Context: an optimization exercise on an open-source flow, tuned for small area, a short achievable clock period and few clock cycles. The choices shown serve that exercise and are no tape-out recipe.
Where RTL was checked, it was by simulation tests only, not by an equivalence proof against the original.

Design perceptron_trainer_fixed, start of the top module:
module perceptron_trainer_fixed
#(
    parameter int             tam        = 16,
    parameter logic [tam-1:0] LR         = 16'h0400,
    parameter int             MAX_EPOCHS = 32
) (
    input  logic                 clk,
    input  logic                 rst,
    input  logic                 start,
    input  logic [3:0][tam-1:0]  in1,
    input  logic [3:0][tam-1:0]  in2,
    input  logic [3:0][tam-1:0]  d,
    input  logic [tam-1:0]       w0_init,
    input  logic [tam-1:0]       w1_init,
    input  logic [tam-1:0]       w2_init,
    output logic [tam-1:0]       w0,
    output logic [tam-1:0]       w1,
    output logic [tam-1:0]       w2,
    output logic                 busy,
    output logic                 done,
    output logic                 converged,
    output logic [7:0]           epoch_cnt
);
For scale: roughly 1900 cells after synthesis, ~120 flip-flops, about 300 I/O pins, roughly 19000 µm² of cells after synthesis.
Settings: LEC_CHECK=0, CAP_MARGIN=20, CORE_MARGIN=2, CORE_UTILIZATION=40, CTS_BUF_LIST=sky130_fd_sc_hd__clkbuf_8, SLEW_MARGIN=20, SYNTH_HIERARCHICAL=1, SYNTH_MINIMUM_KEEP_SIZE=0, TNS_END_PERCENT=10; clock period 13.0 ns.
standard.sh (not shown) runs the stock make flow with config.mk's settings and CLKGATE_MAP_FILE= SYNTH_SCRIPT=/design/flow/synth_recipe.tcl, a recipe that flattens the netlist after the stock synthesis.
==> flow/flow/run.sh <==
#!/bin/bash
set -euo pipefail
export SETUP_SLACK_MARGIN="$(cat flow/setup_margin)"
# Port buffers: the smallest plain buffer rather than buffer_ports' default pick.
export BUFFER_PORTS_ARGS="-buffer_cell sky130_fd_sc_hd__buf_1"
bash standard.sh finish > flow_make.log 2>&1
==> flow/flow/setup_margin <==
6.5
Testbench counts at the start, summed over its fixed seeds: cycles 6,410.
Edit:
==> flow/flow/setup_margin (replaced) <==
6
What happened:
- synthesized area does not change
- global-route usage is lower by 0.15 points
- sequential cell count does not change
- sequential share of layout area is higher by 0.14 points
- utilization is lower by 2.6 points
- fmax is lower by 5.4%
- routed wire length is lower by 5.4%
- hold slack is about the same
- clock-buffer cell count does not change
Edit:
==> flow/flow/setup_margin (replaced) <==
6.25
After rerunning: The new run finished clean; utilization is higher by 0.43 points.
Edit:
==> flow/flow/setup_margin (replaced) <==
7
=>
- setup slack gains 170 ps
- clock-buffer cell count grows by 2
- register-to-register slack gains 170 ps
- hold slack got worse by 8.4 ps
- sequential share of layout area decreases by 1.1 points
- via count climbs by a few percent
- global-route usage came out higher by 2.8 points
- design area came out higher by roughly a tenth

* * *

perceptron_trainer_fixed, a different RTL version from the one above (not shown whole).
Size: roughly 1900 cells after synthesis, roughly 300 I/O pins, about 0.019 sq mm of cells after synthesis.
Settings: LEC_CHECK=0, CAP_MARGIN=20, CORE_MARGIN=2, CORE_UTILIZATION=40, CTS_BUF_LIST=sky130_fd_sc_hd__clkbuf_8, SLEW_MARGIN=20, SYNTH_HIERARCHICAL=1, SYNTH_MINIMUM_KEEP_SIZE=0, TNS_END_PERCENT=10; clock period 13.0 ns.
==> flow/flow/setup_margin <==
6.75
Scripts as last shown in full above: flow/flow/run.sh
Change:
==> flow/flow/setup_margin (replaced) <==
6.25
Setup slack degrades by 0.33 ns.
Die area stays the same.
Fmax decreases by 5.0%.
Change:
==> flow/flow/setup_margin (replaced) <==
6.5
Outcome:
- wire length rose by 3.3%
- final cell count climbs by 2.4%
- utilization is higher by 2.0 points
- cell area went up by 4.5%
Change:
==> flow/flow/setup_margin (replaced) <==
6
The changed run finished clean; setup slack is worse by 0.44 ns; global-route usage shrinks by 0.59 points; count of clock-buffer cells in the layout does not change; cell area shrinks by about 5%; non-clock buffer count went down by 61.
No functional check of the RTL was part of any run of this note.

* * *

Another version of the RTL of perceptron_trainer_fixed (not shown whole).
For scale: about 1900 cells after synthesis, ~120 flip-flops, ~300 I/O pins, roughly 18000 um^2 of cells after synthesis.
Design perceptron_trainer_fixed, start of the top module:
module perceptron_trainer_fixed
#(
    parameter int             tam        = 16,
    parameter logic [tam-1:0] LR         = 16'h0400,
    parameter int             MAX_EPOCHS = 32
) (
    input  logic                 clk,
    input  logic                 rst,
    input  logic                 start,
    input  logic [3:0][tam-1:0]  in1,
    input  logic [3:0][tam-1:0]  in2,
    input  logic [3:0][tam-1:0]  d,
    input  logic [tam-1:0]       w0_init,
    input  logic [tam-1:0]       w1_init,
    input  logic [tam-1:0]       w2_init,
    output logic [tam-1:0]       w0,
    output logic [tam-1:0]       w1,
    output logic [tam-1:0]       w2,
    output logic                 busy,
    output logic                 done,
    output logic                 converged,
    output logic [7:0]           epoch_cnt
);
Settings: LEC_CHECK=0, CAP_MARGIN=20, CORE_MARGIN=2, CORE_UTILIZATION=40, CTS_BUF_LIST=sky130_fd_sc_hd__clkbuf_8, SLEW_MARGIN=20, SYNTH_HIERARCHICAL=1, SYNTH_MINIMUM_KEEP_SIZE=0, TNS_END_PERCENT=10; clock period 13.0 ns.
==> flow/flow/setup_margin <==
6
Scripts as last shown in full above: flow/flow/run.sh
Next try:
- CTS_BUF_LIST: sky130_fd_sc_hd__clkbuf_8 -> not set
- TNS_END_PERCENT: 10 -> not set
The new run finished clean.
First-iteration DRC count increases by about 0.5%.
Global-route usage rises by 0.30 points.
Sequential share of layout area drops by 0.13 points.
No functional check of the RTL was part of any run of this note.

* * *

perceptron_trainer_fixed, a different RTL version from the one above (not shown whole).
// perceptron_trainer_fixed
module perceptron_trainer_fixed
#(
    parameter int             tam        = 16,
    parameter logic [tam-1:0] LR         = 16'h0400,
    parameter int             MAX_EPOCHS = 32
) (
    input  logic                 clk,
    input  logic                 rst,
    input  logic                 start,
    input  logic [3:0][tam-1:0]  in1,
    input  logic [3:0][tam-1:0]  in2,
    input  logic [3:0][tam-1:0]  d,
    input  logic [tam-1:0]       w0_init,
    input  logic [tam-1:0]       w1_init,
    input  logic [tam-1:0]       w2_init,
    output logic [tam-1:0]       w0,
    output logic [tam-1:0]       w1,
    output logic [tam-1:0]       w2,
    output logic                 busy,
    output logic                 done,
    output logic                 converged,
    output logic [7:0]           epoch_cnt
);
Settings: LEC_CHECK=0, CAP_MARGIN=20, CORE_MARGIN=2, CORE_UTILIZATION=40, SETUP_SLACK_MARGIN=5, SLEW_MARGIN=20, SYNTH_HIERARCHICAL=1, SYNTH_MINIMUM_KEEP_SIZE=0; clock period 13.0 ns.
run.sh (not shown) runs the stock make flow with config.mk's settings and CLKGATE_MAP_FILE= SYNTH_SCRIPT=/design/flow/synth_recipe.tcl, a recipe that flattens the netlist after the stock synthesis.
Stock flow here: none of the scripts above is used.
Testbench counts at the start, summed over its fixed seeds: cycles 6,410.
Then changed:
==> flow/flow/run.sh (new file) <==
#!/bin/bash
set -euo pipefail
export SETUP_SLACK_MARGIN="$(cat flow/setup_margin)"
bash standard.sh finish > flow_make.log 2>&1
==> flow/flow/setup_margin (new file) <==
7
==> flow/standard.sh (new file) <==
#!/bin/bash
# synth_recipe.tcl (not shown) runs the flow's synth.tcl, then flattens the netlist and writes it again
# the make line also repeats each setting of config.mk as NAME=value (left out here)
make -C /OpenROAD-flow-scripts/flow DESIGN_CONFIG=/design/flow/config.mk WORK_HOME=/design/flow/orfs CLKGATE_MAP_FILE= SYNTH_SCRIPT=/design/flow/synth_recipe.tcl "${@:-finish}"
- SETUP_SLACK_MARGIN: 5 -> unset
removed: flow/run.sh
Outcome: The new run finished clean. Design area increases by 9.9%. Worst hold slack gains 7.7 ps.

* * *

north:
perceptron_trainer_fixed again, from the RTL that the note above started with.
==> flow/config.mk <==
export PLATFORM = sky130hd
export DESIGN_NAME = perceptron_trainer_fixed
export DESIGN_NICKNAME = perceptron_trainer_fixed
export VERILOG_FILES = /design/flow/design.v
export SDC_FILE = /design/flow/constraint.sdc
export NUM_CORES = 4
export LEC_CHECK = 0
export CAP_MARGIN = 20
export CORE_MARGIN = 2
export CORE_UTILIZATION = 40
export SLEW_MARGIN = 20
export SYNTH_HIERARCHICAL = 1
export SYNTH_MINIMUM_KEEP_SIZE = 0
==> flow/constraint.sdc <==
create_clock -name core_clock -period 13.0 [get_ports {clk}]
set_input_delay 2.6000 -clock core_clock [delete_from_list [all_inputs] [get_ports {clk}]]
set_output_delay 2.6000 -clock core_clock [all_outputs]
set_load 0.01 [all_outputs]
standard.sh (not shown) runs the stock make flow with config.mk's settings and CLKGATE_MAP_FILE= SYNTH_SCRIPT=/design/flow/synth_recipe.tcl, a recipe that flattens the netlist after the stock synthesis.
==> flow/flow/run.sh <==
#!/bin/bash
set -euo pipefail
export SETUP_SLACK_MARGIN="$(cat flow/setup_margin)"
# Port buffers: the smallest plain buffer rather than buffer_ports' default pick.
export BUFFER_PORTS_ARGS="-buffer_cell sky130_fd_sc_hd__buf_1"
bash standard.sh finish > flow_make.log 2>&1
==> flow/flow/setup_margin <==
7
Testbench counts of north, summed over its fixed seeds: cycles 6,410.
Input-level comparison between south and north:
==> flow/flow/setup_margin <==
6
### Flow results
Looking at the reports, south completed the entire flow and the layout it produced met the timing, design-rule and antenna checks.
Re non-clock buffer contribution to total cell area: north and south aren't equal, and the lower value belongs to south.
Total negative slack for setup checks came out exactly the same in north and south.
Compared with north, south shows a maximum number of pins on one net before global-route repair that is 2 higher.
In the reports for north and south, the smaller sequential cell area share belongs to north.
On south: final cell count is 18 lower than what north gave.
Against north, the final cell area of south is lower.
south against north: number of clock buffer instances in the layout picked up an extra 2, global-route wire length before repair lost 2.9%, die area neither gained nor lost much.

* * *

perceptron_trainer_fixed, a different RTL version from the one above (not shown whole).
Size: about 1800 cells after synthesis, ~300 I/O pins, ~18000 um^2 of cells after synthesis.
==> flow/config.mk <==
export PLATFORM = sky130hd
export DESIGN_NAME = perceptron_trainer_fixed
export DESIGN_NICKNAME = perceptron_trainer_fixed
export VERILOG_FILES = /design/flow/design.v
export SDC_FILE = /design/flow/constraint.sdc
export NUM_CORES = 4
export LEC_CHECK = 0
export CAP_MARGIN = 20
export CORE_MARGIN = 2
export CORE_UTILIZATION = 40
export CTS_BUF_LIST = sky130_fd_sc_hd__clkbuf_8
export SLEW_MARGIN = 20
export SYNTH_HIERARCHICAL = 1
export SYNTH_MINIMUM_KEEP_SIZE = 0
export TNS_END_PERCENT = 10
==> flow/constraint.sdc <==
create_clock -name core_clock -period 13.0 [get_ports {clk}]
set_input_delay 2.6000 -clock core_clock [delete_from_list [all_inputs] [get_ports {clk}]]
set_output_delay 2.6000 -clock core_clock [all_outputs]
set_load 0.01 [all_outputs]
==> flow/flow/run.sh <==
#!/bin/bash
set -euo pipefail
export SETUP_SLACK_MARGIN="$(cat flow/setup_margin)"
# Port buffers: the smallest plain buffer rather than buffer_ports' default pick.
export BUFFER_PORTS_ARGS="-buffer_cell sky130_fd_sc_hd__buf_1"
# Clock tree: no dummy balancing loads, larger sink clusters.
export CTS_ARGS="-sink_clustering_enable -repair_clock_nets -buf_list sky130_fd_sc_hd__clkbuf_8 -dont_use_dummy_load -sink_clustering_size 24 -sink_clustering_max_diameter 60"
bash standard.sh finish > flow_make.log 2>&1
==> flow/flow/setup_margin <==
6
Rerun with:
==> flow/flow/run.sh (replaced) <==
#!/bin/bash
set -euo pipefail
export SETUP_SLACK_MARGIN="$(cat flow/setup_margin)"
# Port buffers: the smallest plain buffer rather than buffer_ports' default pick.
export BUFFER_PORTS_ARGS="-buffer_cell sky130_fd_sc_hd__buf_1"
bash standard.sh finish > flow_make.log 2>&1
==> flow/flow/setup_margin (replaced) <==
6.5
Outcome: Design area rose by 4.5%; core utilization rises by 2.1 points; register-to-register slack improves by 0.27 ns; global-route usage went up by 0.98 points; maximum frequency went up by 4.2%; wire length goes up by 3.9%; via count is higher by 2.3%.
Rerun with:
==> flow/flow/setup_margin (replaced) <==
7
The changed run produced a clean layout.
First-iteration DRC count drops by 14%.
Setup slack is better by 0.12 ns.
Routed wire length is lower by about 1.4%.
Count of clock-buffer cells in the layout climbs by 1.
Final area grows by 1.1%.
Final cell count barely changes.
Fmax rose by 1.9%.
Sequential share of layout area is lower by 0.16 points.
Rerun with:
==> flow/flow/setup_margin (replaced) <==
6
Result: The new run ran to the end with no violations. Clock skew goes down by 0.0061 ns. Die area is unchanged. Wire length is lower by 2.2%. Sequential share of layout area rose by 0.53 points. Hold slack is worse by 0.0082 ns. Worst setup slack degrades by 0.32 ns.
No run of this note included a check of the RTL's function; only the layout flow was run.

* * *

old:
perceptron_trainer_fixed, a different RTL version from the one above (not shown whole).
Size in the first run: about 2000 cells after synthesis, ~120 flip-flops, roughly 300 I/O pins, roughly 18000 µm² of cells after synthesis.
## perceptron_trainer_fixed
module perceptron_trainer_fixed
#(
    parameter int             tam        = 16,
    parameter logic [tam-1:0] LR         = 16'h0400,
    parameter int             MAX_EPOCHS = 32
) (
    input  logic                 clk,
    input  logic                 rst,
    input  logic                 start,
    input  logic [3:0][tam-1:0]  in1,
    input  logic [3:0][tam-1:0]  in2,
    input  logic [3:0][tam-1:0]  d,
    input  logic [tam-1:0]       w0_init,
    input  logic [tam-1:0]       w1_init,
    input  logic [tam-1:0]       w2_init,
    output logic [tam-1:0]       w0,
    output logic [tam-1:0]       w1,
    output logic [tam-1:0]       w2,
    output logic                 busy,
    output logic                 done,
    output logic                 converged,
    output logic [7:0]           epoch_cnt
);
export LEC_CHECK = 0
export CAP_MARGIN = 20
export CORE_MARGIN = 2
export CORE_UTILIZATION = 40
export CTS_BUF_LIST = sky130_fd_sc_hd__clkbuf_8
export SLEW_MARGIN = 20
export SYNTH_HIERARCHICAL = 1
export SYNTH_MINIMUM_KEEP_SIZE = 0
export TNS_END_PERCENT = 10
create_clock -name core_clock -period 13.0 [get_ports {clk}]
==> flow/flow/run.sh <==
#!/bin/bash
set -euo pipefail
export SETUP_SLACK_MARGIN="$(cat flow/setup_margin)"
# Port buffers: the smallest plain buffer rather than buffer_ports' default pick.
export BUFFER_PORTS_ARGS="-buffer_cell sky130_fd_sc_hd__buf_1"
bash standard.sh finish > flow_make.log 2>&1
==> flow/flow/setup_margin <==
7
> inputs changed (old -> new)
==> flow/flow/setup_margin <==
6
==> run summary <==
- Against old, new reports a HPWL after detailed placement that is higher.
- X dimension of the die delta (new -> old): insignificant
- new ended up with w2_q[12]$_SDFFE_PP0P_ as its worst setup path startpoint; old ended up with x1o_q[0]$_DFF_P_.
- Comparing global-route track usage on met1 for old and new, the smaller number came from new.
- Compared with old, in new wire length after detailed routing dropped 4600 µm, worst setup slack after layout dropped 280 ps, cell area dropped about 9%.
No run of this note included a check of the RTL's function; only the layout flow was run.

afterwards: timing with drivers on the ports:
Ports are ideal in the flow. The routed layouts listed here were re-timed in OpenROAD.
Step 1, drivers: a clkbuf_16 drives clk and a buf_2 each remaining input, both assumed.
Step 2 moves the port delays by t, midway between the first and last clock arrival at a register: inputs arrive t later, outputs are due t later. That takes back most of the time a late clock gives input paths.
Slacks: no drivers / after step 1 / after step 2; pairs: no drivers / after step 1.
| run | t (ns) | setup slack, ns | worst data-port slew with drivers (ns) | cell pins on the clock port's net |
|---|---|---|---|---|
| the first run of note 1 | 0.589 | 6.674 / 6.674 / 6.674 | 0.07 | 1 |
| the second run of note 1 | 0.591 | 6.312 / 6.312 / 6.312 | 0.07 | 1 |
| the third run of note 1 | 0.591 | 6.485 / 6.485 / 6.485 | 0.07 | 1 |
| the fourth run of note 1 | 0.578 | 6.659 / 6.659 / 6.659 | 0.10 | 1 |
| the first run of note 2 | 0.606 | 6.749 / 6.749 / 6.749 | 0.10 | 1 |
| the second run of note 2 | 0.599 | 6.420 / 6.420 / 6.420 | 0.07 | 1 |
| the third run of note 2 | 0.595 | 6.643 / 6.643 / 6.643 | 0.07 | 1 |
| the fourth run of note 2 | 0.594 | 6.204 / 6.204 / 6.204 | 0.07 | 1 |
| the first run of note 3 | 0.562 | 6.284 / 6.284 / 6.284 | 0.11 | 1 |
| the second run of note 3 | 0.513 | 6.283 / 6.283 / 6.283 | 0.11 | 1 |
| the first run of note 4 | 0.506 | 5.715 / 5.715 / 5.715 | 0.10 | 1 |
| the second run of note 4 | 0.518 | 6.506 / 6.506 / 6.506 | 0.15 | 1 |
| north | 0.516 | 6.539 / 6.539 / 6.539 | 0.09 | 1 |
| south | 0.530 | 6.244 / 6.244 / 6.244 | 0.07 | 1 |
| the first run of note 6 | 0.550 | 6.294 / 6.294 / 6.294 | 0.12 | 1 |
| the second run of note 6 | 0.568 | 6.563 / 6.563 / 6.563 | 0.11 | 1 |
| the third run of note 6 | 0.560 | 6.681 / 6.681 / 6.681 | 0.10 | 1 |
| the fourth run of note 6 | 0.557 | 6.361 / 6.361 / 6.361 | 0.12 | 1 |
| old | 0.555 | 6.481 / 6.481 / 6.481 | 0.07 | 1 |
| new | 0.569 | 6.200 / 6.200 / 6.200 | 0.06 | 1 |
After both steps every run listed still meets setup and hold.
